This design comes from an exercise in tuning for small area and a short achievable clock period on the open sky130 flow, not from production work.
The RTL was checked by simulation tests, not by an equivalence proof against the original design.

==> inputs of run C <==
// branchUnit
module branchUnit #(
    parameter int rsSize = rsPkg::defaultRsSize
) (
    input  logic                          clk,
    input  logic                          rst,
    input  logic                          dispatchEn,
    input  logic [isaPkg::opWidth-1:0]    dispatchOp,
    input  logic [isaPkg::dataWidth-1:0]  dispatchDataO,
    input  logic [isaPkg::dataWidth-1:0]  dispatchDataT,
    input  logic [rsPkg::tagWidth-1:0]    dispatchTagO,
    input  logic [rsPkg::tagWidth-1:0]    dispatchTagT,
    input  logic [isaPkg::dataWidth-1:0]  dispatchImm,
    input  logic [isaPkg::addrWidth-1:0]  dispatchPc,
    input  logic [rsPkg::tagWidth-1:0]    dispatchDest,
    input  logic                          aluWrtEn,
    input  logic [rsPkg::tagWidth-1:0]    aluTag,
    input  logic [isaPkg::dataWidth-1:0]  aluData,
    input  logic                          lsWrtEn,
    input  logic [rsPkg::tagWidth-1:0]    lsTag,
    input  logic [isaPkg::dataWidth-1:0]  lsData,
    output logic [rsSize-1:0]             freeSlots,
    output logic                          resultValid,
    output logic [rsPkg::tagWidth-1:0]    resultTag,
  ...
==> module branchUnit, before the edit <==
module branchUnit #(
    parameter int rsSize = rsPkg::defaultRsSize
) (
    input  logic                          clk,
    input  logic                          rst,
    input  logic                          dispatchEn,
    input  logic [isaPkg::opWidth-1:0]    dispatchOp,
    input  logic [isaPkg::dataWidth-1:0]  dispatchDataO,
    input  logic [isaPkg::dataWidth-1:0]  dispatchDataT,
    input  logic [rsPkg::tagWidth-1:0]    dispatchTagO,
    input  logic [rsPkg::tagWidth-1:0]    dispatchTagT,
    input  logic [isaPkg::dataWidth-1:0]  dispatchImm,
    input  logic [isaPkg::addrWidth-1:0]  dispatchPc,
    input  logic [rsPkg::tagWidth-1:0]    dispatchDest,
    input  logic                          aluWrtEn,
    input  logic [rsPkg::tagWidth-1:0]    aluTag,
    input  logic [isaPkg::dataWidth-1:0]  aluData,
    input  logic                          lsWrtEn,
    input  logic [rsPkg::tagWidth-1:0]    lsTag,
    input  logic [isaPkg::dataWidth-1:0]  lsData,
    output logic [rsSize-1:0]             freeSlots,
    output logic                          resultValid,
    output logic [rsPkg::tagWidth-1:0]    resultTag,
    output logic                          resultTaken,
    output logic [isaPkg::addrWidth-1:0]  resultTarget,
    output logic [isaPkg::addrWidth-1:0]  resultLink
);
    localparam int tw = rsPkg::tagWidth;
    localparam int dw = isaPkg::dataWidth;
    localparam int aw = isaPkg::addrWidth;
    logic [rsSize-1:0] slotValid;
    logic [rsSize-1:0] issueSel;      
    logic [2:0]        slotOp    [rsSize];    
    logic [tw-1:0]     slotTagO  [rsSize];
    logic [tw-1:0]     slotTagT  [rsSize];
    logic [dw-1:0]     slotDataO [rsSize];
    logic [dw-1:0]     slotDataT [rsSize];
    logic [dw-1:0]     slotImm   [rsSize];
    logic [aw-1:0]     slotPc    [rsSize];
    logic [tw-1:0]     slotDest  [rsSize];
    logic aluLive, lsLive;
    assign aluLive = aluWrtEn && aluTag != '0;
    assign lsLive  = lsWrtEn  && lsTag  != '0;
    logic [rsSize-1:0] alloc;
    assign freeSlots = ~slotValid;
    assign alloc     = dispatchEn ? (freeSlots & (~freeSlots + 1'b1)) : '0;
    logic [rsSize-1:0] validNext, readyNext;
    logic [tw-1:0]     tagONow [rsSize], tagTNow [rsSize];
    logic [rsSize-1:0] hitAO, hitLO, hitAT, hitLT;
    always_comb begin
        for (int i = 0; i < rsSize; i++) begin
            tagONow[i] = alloc[i] ? dispatchTagO : slotTagO[i];
            tagTNow[i] = alloc[i] ? dispatchTagT : slotTagT[i];
            hitAO[i] = aluLive && tagONow[i] == aluTag;
            hitLO[i] = lsLive  && tagONow[i] == lsTag;
            hitAT[i] = aluLive && tagTNow[i] == aluTag;
            hitLT[i] = lsLive  && tagTNow[i] == lsTag;
            validNext[i] = !rst && (alloc[i] || (slotValid[i] && !issueSel[i]));
            readyNext[i] = validNext[i]
                           && (tagONow[i] == '0 || hitAO[i] || hitLO[i])
                           && (tagTNow[i] == '0 || hitAT[i] || hitLT[i]);
        end
    end
    always_ff @(posedge clk) begin
        slotValid <= validNext;
        issueSel  <= readyNext & (~readyNext + 1'b1);
    end
    always_ff @(posedge clk) begin
        for (int i = 0; i < rsSize; i++) begin
            slotTagO[i] <= (hitAO[i] || hitLO[i]) ? '0 : tagONow[i];
            slotTagT[i] <= (hitAT[i] || hitLT[i]) ? '0 : tagTNow[i];
            if (hitAO[i])      slotDataO[i] <= aluData;
            else if (hitLO[i]) slotDataO[i] <= lsData;
            else if (alloc[i]) slotDataO[i] <= dispatchDataO;
            if (hitAT[i])      slotDataT[i] <= aluData;
            else if (hitLT[i]) slotDataT[i] <= lsData;
            else if (alloc[i]) slotDataT[i] <= dispatchDataT;
            if (alloc[i]) begin
                slotOp[i]   <= dispatchOp[2:0];
                slotImm[i]  <= dispatchImm;
                slotPc[i]   <= dispatchPc;
                slotDest[i] <= dispatchDest;
            end
        end
    end
    logic [2:0]    selOp;
    logic [dw-1:0] selO, selT, selImm;
    logic [aw-1:0] selPc;
    logic [tw-1:0] selDest;
    always_comb begin
        selOp = '0; selO = '0; selT = '0; selImm = '0; selPc = '0; selDest = '0;
        for (int i = 0; i < rsSize; i++) begin
            selOp   = selOp   | ({3{issueSel[i]}}  & slotOp[i]);
            selO    = selO    | ({dw{issueSel[i]}} & slotDataO[i]);
            selT    = selT    | ({dw{issueSel[i]}} & slotDataT[i]);
            selImm  = selImm  | ({dw{issueSel[i]}} & slotImm[i]);
            selPc   = selPc   | ({aw{issueSel[i]}} & slotPc[i]);
            selDest = selDest | ({tw{issueSel[i]}} & slotDest[i]);
        end
    end
    logic          ltu, lts, eq, taken;
    logic [aw-1:0] jalrSum;
    assign eq      = selO == selT;
    assign ltu     = selO < selT;
    assign lts     = (selO[dw-1] ^ selT[dw-1]) ? selO[dw-1] : ltu;
    assign jalrSum = selO + selImm;
    always_comb begin
        case (selOp)
            3'd1:    taken = eq;
            3'd2:    taken = !eq;
            3'd3:    taken = lts;
            3'd4:    taken = !lts;
            3'd5:    taken = ltu;
            3'd6:    taken = !ltu;
            default: taken = 1'b1;
        endcase
    end
    always_ff @(posedge clk) begin
        resultValid  <= !rst && |issueSel;
        resultTaken  <= taken;
        resultTag    <= selDest;
        resultTarget <= (selOp == 3'd0) ? {jalrSum[aw-1:1], 1'b0} : selPc + selImm;
        resultLink   <= selPc + 32'd4;
    end
endmodule
clock: 6.0 ns
lec_check: 0
cap_margin: 20
core_margin: 2
core_utilization: 40
slew_margin: 20
run.sh (not shown) runs the stock make flow with config.mk's settings and CLKGATE_MAP_FILE= SYNTH_SCRIPT=/design/flow/synth_recipe.tcl, a recipe that flattens the netlist after the stock synthesis.
==> run D (differences from run C) <==
--- a/flow/design.v
+++ b/flow/design.v
@@ -77,34 +77,80 @@
     logic [rsSize-1:0] validNext, readyNext;
     logic [tw-1:0]     tagONow [rsSize], tagTNow [rsSize];
     logic [rsSize-1:0] hitAO, hitLO, hitAT, hitLT;
+    logic              dHitAO, dHitLO, dHitAT, dHitLT, dZeroO, dZeroT;
+    assign dHitAO = aluLive && dispatchTagO == aluTag;
+    assign dHitLO = lsLive  && dispatchTagO == lsTag;
+    assign dHitAT = aluLive && dispatchTagT == aluTag;
+    assign dHitLT = lsLive  && dispatchTagT == lsTag;
+    assign dZeroO = dispatchTagO == '0;
+    assign dZeroT = dispatchTagT == '0;
     always_comb begin
         for (int i = 0; i < rsSize; i++) begin
             tagONow[i] = alloc[i] ? dispatchTagO : slotTagO[i];
             tagTNow[i] = alloc[i] ? dispatchTagT : slotTagT[i];
-            hitAO[i] = aluLive && tagONow[i] == aluTag;
-            hitLO[i] = lsLive  && tagONow[i] == lsTag;
-            hitAT[i] = aluLive && tagTNow[i] == aluTag;
-            hitLT[i] = lsLive  && tagTNow[i] == lsTag;
+            hitAO[i] = alloc[i] ? dHitAO : aluLive && slotTagO[i] == aluTag;
+            hitLO[i] = alloc[i] ? dHitLO : lsLive  && slotTagO[i] == lsTag;
+            hitAT[i] = alloc[i] ? dHitAT : aluLive && slotTagT[i] == aluTag;
+            hitLT[i] = alloc[i] ? dHitLT : lsLive  && slotTagT[i] == lsTag;
             validNext[i] = !rst && (alloc[i] || (slotValid[i] && !issueSel[i]));
             readyNext[i] = validNext[i]
-                           && (tagONow[i] == '0 || hitAO[i] || hitLO[i])
-                           && (tagTNow[i] == '0 || hitAT[i] || hitLT[i]);
-        end
+                           && ((alloc[i] ? dZeroO : slotTagO[i] == '0) || hitAO[i] || hitLO[i])
+                           && ((alloc[i] ? dZeroT : slotTagT[i] == '0) || hitAT[i] || hitLT[i]);
+        end
+    end
+    logic [rsSize-1:0] selAO, selLO, selDO, selHO, selAT, selLT, selDT, selHT;
+    assign selAO = hitAO;
+    assign selLO = hitLO & ~hitAO;
+    assign selDO = alloc & ~hitAO & ~hitLO;
+    assign selHO = ~alloc & ~hitAO & ~hitLO;
+    assign selAT = hitAT;
+    assign selLT = hitLT & ~hitAT;
+    assign selDT = alloc & ~hitAT & ~hitLT;
+    assign selHT = ~alloc & ~hitAT & ~hitLT;
+    logic              dRdyO, dRdyT;
+    logic [rsSize-1:0] sRdyO, sRdyT, readyB, readyC, readyD;
+    logic [rsSize-1:0] issueSelO, issueSelT, issueSelI, pickO, pickT, pickI;
+    assign dRdyO = dispatchTagO == '0 || dHitAO || dHitLO;
+    assign dRdyT = dispatchTagT == '0 || dHitAT || dHitLT;
+    always_comb begin
+        for (int i = 0; i < rsSize; i++) begin
+            sRdyO[i]  = slotTagO[i] == '0 || (aluLive && slotTagO[i] == aluTag)
+                        || (lsLive && slotTagO[i] == lsTag);
+            sRdyT[i]  = slotTagT[i] == '0 || (aluLive && slotTagT[i] == aluTag)
+                        || (lsLive && slotTagT[i] == lsTag);
+            readyB[i] = !rst && ((alloc[i] && dRdyO && dRdyT)
+                                 || (slotValid[i] && !issueSel[i] && sRdyO[i] && sRdyT[i]));
+            readyC[i] = (alloc[i] || (slotValid[i] && !issueSel[i]))
+                        && (alloc[i] ? (dRdyO && dRdyT) : (sRdyO[i] && sRdyT[i])) && !rst;
+            readyD[i] = !(rst || !(alloc[i] || slotValid[i])
+                          || (alloc[i] ? !(dRdyO && dRdyT)
+                                       : (issueSel[i] || !sRdyO[i] || !sRdyT[i])));
+        end
+        pickO = readyB & (~readyB + 1'b1);
+        for (int i = 0; i < rsSize; i++) begin
+            pickT[i] = readyC[i];
+            for (int j = 0; j < i; j++)
+                pickT[i] = pickT[i] && !readyC[j];
+        end
+        pickI = '0;
+        for (int i = rsSize - 1; i >= 0; i--)
+            if (readyD[i]) pickI = '0 | (1 << i);
     end
     always_ff @(posedge clk) begin
         slotValid <= validNext;
         issueSel  <= readyNext & (~readyNext + 1'b1);
+        issueSelO <= pickO;
+        issueSelT <= pickT;
+        issueSelI <= pickI;
     end
     always_ff @(posedge clk) begin
         for (int i = 0; i < rsSize; i++) begin
             slotTagO[i] <= (hitAO[i] || hitLO[i]) ? '0 : tagONow[i];
             slotTagT[i] <= (hitAT[i] || hitLT[i]) ? '0 : tagTNow[i];
-            if (hitAO[i])      slotDataO[i] <= aluData;
-            else if (hitLO[i]) slotDataO[i] <= lsData;
-            else if (alloc[i]) slotDataO[i] <= dispatchDataO;
-            if (hitAT[i])      slotDataT[i] <= aluData;
-            else if (hitLT[i]) slotDataT[i] <= lsData;
-            else if (alloc[i]) slotDataT[i] <= dispatchDataT;
+            slotDataO[i] <= ({dw{selAO[i]}} & aluData) | ({dw{selLO[i]}} & lsData)
+                          | ({dw{selDO[i]}} & dispatchDataO) | ({dw{selHO[i]}} & slotDataO[i]);
+            slotDataT[i] <= ({dw{selAT[i]}} & aluData) | ({dw{selLT[i]}} & lsData)
+                          | ({dw{selDT[i]}} & dispatchDataT) | ({dw{selHT[i]}} & slotDataT[i]);
             if (alloc[i]) begin
                 slotOp[i]   <= dispatchOp[2:0];
                 slotImm[i]  <= dispatchImm;
@@ -121,9 +167,9 @@
         selOp = '0; selO = '0; selT = '0; selImm = '0; selPc = '0; selDest = '0;
         for (int i = 0; i < rsSize; i++) begin
             selOp   = selOp   | ({3{issueSel[i]}}  & slotOp[i]);
-            selO    = selO    | ({dw{issueSel[i]}} & slotDataO[i]);
-            selT    = selT    | ({dw{issueSel[i]}} & slotDataT[i]);
-            selImm  = selImm  | ({dw{issueSel[i]}} & slotImm[i]);
+            selO    = selO    | ({dw{issueSelO[i]}} & slotDataO[i]);
+            selT    = selT    | ({dw{issueSelT[i]}} & slotDataT[i]);
+            selImm  = selImm  | ({dw{issueSelI[i]}} & slotImm[i]);
             selPc   = selPc   | ({aw{issueSel[i]}} & slotPc[i]);
             selDest = selDest | ({tw{issueSel[i]}} & slotDest[i]);
         end
==> flow/flow/run.sh (new file) <==
#!/bin/bash
# Standard ORFS layout with two changes: the port buffers are the smallest
# plain buffer (buf_1, upsized by repair where timing needs it) instead of a
# delay cell, and CTS uses clkbuf_8 without dummy loads.
set -euo pipefail
bash standard.sh \
  "BUFFER_PORTS_ARGS=-buffer_cell sky130_fd_sc_hd__buf_1" \
  "CTS_ARGS=-sink_clustering_enable -repair_clock_nets -dont_use_dummy_load -buf_list sky130_fd_sc_hd__clkbuf_8" \
  finish > flow.log 2>&1
==> flow/standard.sh (new file) <==
#!/bin/bash
# synth_recipe.tcl (not shown) runs the flow's synth.tcl, then flattens the netlist and writes it again
# the make line also repeats each setting of config.mk as NAME=value (left out here)
make -C /OpenROAD-flow-scripts/flow DESIGN_CONFIG=/design/flow/config.mk WORK_HOME=/design/flow/orfs CLKGATE_MAP_FILE= SYNTH_SCRIPT=/design/flow/synth_recipe.tcl "${@:-finish}"
- ABC_CLOCK_PERIOD_IN_PS: unset -> 3000
- CORE_UTILIZATION: 40 -> 45
- SETUP_SLACK_MARGIN: unset -> 3.0
removed: flow/run.sh
==> run Y (differences from run C) <==
--- a/flow/design.v
+++ b/flow/design.v
@@ -77,20 +77,36 @@
     logic [rsSize-1:0] validNext, readyNext;
     logic [tw-1:0]     tagONow [rsSize], tagTNow [rsSize];
     logic [rsSize-1:0] hitAO, hitLO, hitAT, hitLT;
+    logic              dHitAO, dHitLO, dHitAT, dHitLT, dZeroO, dZeroT;
+    assign dHitAO = aluLive && dispatchTagO == aluTag;
+    assign dHitLO = lsLive  && dispatchTagO == lsTag;
+    assign dHitAT = aluLive && dispatchTagT == aluTag;
+    assign dHitLT = lsLive  && dispatchTagT == lsTag;
+    assign dZeroO = dispatchTagO == '0;
+    assign dZeroT = dispatchTagT == '0;
     always_comb begin
         for (int i = 0; i < rsSize; i++) begin
             tagONow[i] = alloc[i] ? dispatchTagO : slotTagO[i];
             tagTNow[i] = alloc[i] ? dispatchTagT : slotTagT[i];
-            hitAO[i] = aluLive && tagONow[i] == aluTag;
-            hitLO[i] = lsLive  && tagONow[i] == lsTag;
-            hitAT[i] = aluLive && tagTNow[i] == aluTag;
-            hitLT[i] = lsLive  && tagTNow[i] == lsTag;
+            hitAO[i] = alloc[i] ? dHitAO : aluLive && slotTagO[i] == aluTag;
+            hitLO[i] = alloc[i] ? dHitLO : lsLive  && slotTagO[i] == lsTag;
+            hitAT[i] = alloc[i] ? dHitAT : aluLive && slotTagT[i] == aluTag;
+            hitLT[i] = alloc[i] ? dHitLT : lsLive  && slotTagT[i] == lsTag;
             validNext[i] = !rst && (alloc[i] || (slotValid[i] && !issueSel[i]));
             readyNext[i] = validNext[i]
-                           && (tagONow[i] == '0 || hitAO[i] || hitLO[i])
-                           && (tagTNow[i] == '0 || hitAT[i] || hitLT[i]);
+                           && ((alloc[i] ? dZeroO : slotTagO[i] == '0) || hitAO[i] || hitLO[i])
+                           && ((alloc[i] ? dZeroT : slotTagT[i] == '0) || hitAT[i] || hitLT[i]);
         end
     end
+    logic [rsSize-1:0] selAO, selLO, selDO, selHO, selAT, selLT, selDT, selHT;
+    assign selAO = hitAO;
+    assign selLO = hitLO & ~hitAO;
+    assign selDO = alloc & ~hitAO & ~hitLO;
+    assign selHO = ~alloc & ~hitAO & ~hitLO;
+    assign selAT = hitAT;
+    assign selLT = hitLT & ~hitAT;
+    assign selDT = alloc & ~hitAT & ~hitLT;
+    assign selHT = ~alloc & ~hitAT & ~hitLT;
     always_ff @(posedge clk) begin
         slotValid <= validNext;
         issueSel  <= readyNext & (~readyNext + 1'b1);
@@ -99,12 +115,10 @@
         for (int i = 0; i < rsSize; i++) begin
             slotTagO[i] <= (hitAO[i] || hitLO[i]) ? '0 : tagONow[i];
             slotTagT[i] <= (hitAT[i] || hitLT[i]) ? '0 : tagTNow[i];
-            if (hitAO[i])      slotDataO[i] <= aluData;
-            else if (hitLO[i]) slotDataO[i] <= lsData;
-            else if (alloc[i]) slotDataO[i] <= dispatchDataO;
-            if (hitAT[i])      slotDataT[i] <= aluData;
-            else if (hitLT[i]) slotDataT[i] <= lsData;
-            else if (alloc[i]) slotDataT[i] <= dispatchDataT;
+            slotDataO[i] <= ({dw{selAO[i]}} & aluData) | ({dw{selLO[i]}} & lsData)
+                          | ({dw{selDO[i]}} & dispatchDataO) | ({dw{selHO[i]}} & slotDataO[i]);
+            slotDataT[i] <= ({dw{selAT[i]}} & aluData) | ({dw{selLT[i]}} & lsData)
+                          | ({dw{selDT[i]}} & dispatchDataT) | ({dw{selHT[i]}} & slotDataT[i]);
             if (alloc[i]) begin
                 slotOp[i]   <= dispatchOp[2:0];
                 slotImm[i]  <= dispatchImm;
==> flow/flow/run.sh (new file) <==
#!/bin/bash
# Standard ORFS layout with two changes: the port buffers are the smallest
# plain buffer (buf_1, upsized by repair where timing needs it) instead of a
# delay cell, and CTS uses clkbuf_8 without dummy loads.
set -euo pipefail
bash standard.sh \
  "BUFFER_PORTS_ARGS=-buffer_cell sky130_fd_sc_hd__buf_1" \
  "CTS_ARGS=-sink_clustering_enable -repair_clock_nets -dont_use_dummy_load -buf_list sky130_fd_sc_hd__clkbuf_8" \
  finish > flow.log 2>&1
==> flow/standard.sh (new file) <==
#!/bin/bash
# synth_recipe.tcl (not shown) runs the flow's synth.tcl, then flattens the netlist and writes it again
# the make line also repeats each setting of config.mk as NAME=value (left out here)
make -C /OpenROAD-flow-scripts/flow DESIGN_CONFIG=/design/flow/config.mk WORK_HOME=/design/flow/orfs CLKGATE_MAP_FILE= SYNTH_SCRIPT=/design/flow/synth_recipe.tcl "${@:-finish}"
- ABC_CLOCK_PERIOD_IN_PS: unset -> 3000
- CORE_UTILIZATION: 40 -> 45
- SETUP_SLACK_MARGIN: unset -> 2.5
removed: flow/run.sh
==> results.toml <==
[status]
status = "finished clean"

[place]
pre_cts_ws_ps = 944

[logic_synthesis]
synthCells = 2987
yosys.area_share.adder_pct = 3.58

[global_route]
grt_pass1_vias = 25043
the above is filed under run C

==> results.toml <==
[status]
status = "finished clean"

[global_route]
grt_pass1_vias = 27811

[place]
pre_cts_ws_ps = 1200

[logic_synthesis]
yosys.area_share.adder_pct = 3.88
synthCells = 3140
the above is filed under run Y

==> results.toml <==
[finish]
multi_input_cells = 2201
multi_input_area_share_pct = 41.0

[worst_setup_path]
rrSetupSlack_ps = 2550

[global_route]
grt_pass1_vias = 28295

[logic_synthesis]
synthCells = 3149

[status]
status = "finished clean"
the above is filed under run D

what the ideal ports hide:
The flow's constraints put no driver on any port. The routed layouts listed below were extracted and timed again, unchanged, in two steps.
Step 1 assumes that a clkbuf_16 drives the clock port and a buf_2 every other input.
Step 2 adds t to the input delays and takes it off the output delays; t is the mean of the earliest and latest rising clock arrival at the registers after step 1. Input paths then give back, and output paths get back, about the clock's delay inside the block.
Slacks: no drivers / after step 1 / after step 2; pairs: no drivers / after step 1.
| run | t (ns) | setup slack, ns | latest minus earliest clock arrival (ns) | cell pins on the clock port's net |
|---|---|---|---|---|
| run C | 0.682 | 1.559 / 1.599 / 0.916 | 0.039 / 0.039 | 1 |
| run D | 0.788 | 2.550 / 2.550 / 2.134 | 0.070 / 0.070 | 1 |
| run Y | 0.766 | 2.467 / 2.467 / 1.751 | 0.070 / 0.069 | 1 |
After both steps setup and hold are still met in every run listed. For run Y, which loses most, drivers alone change the setup slack by 0.000 ns; drivers and shift together by -0.716 ns.
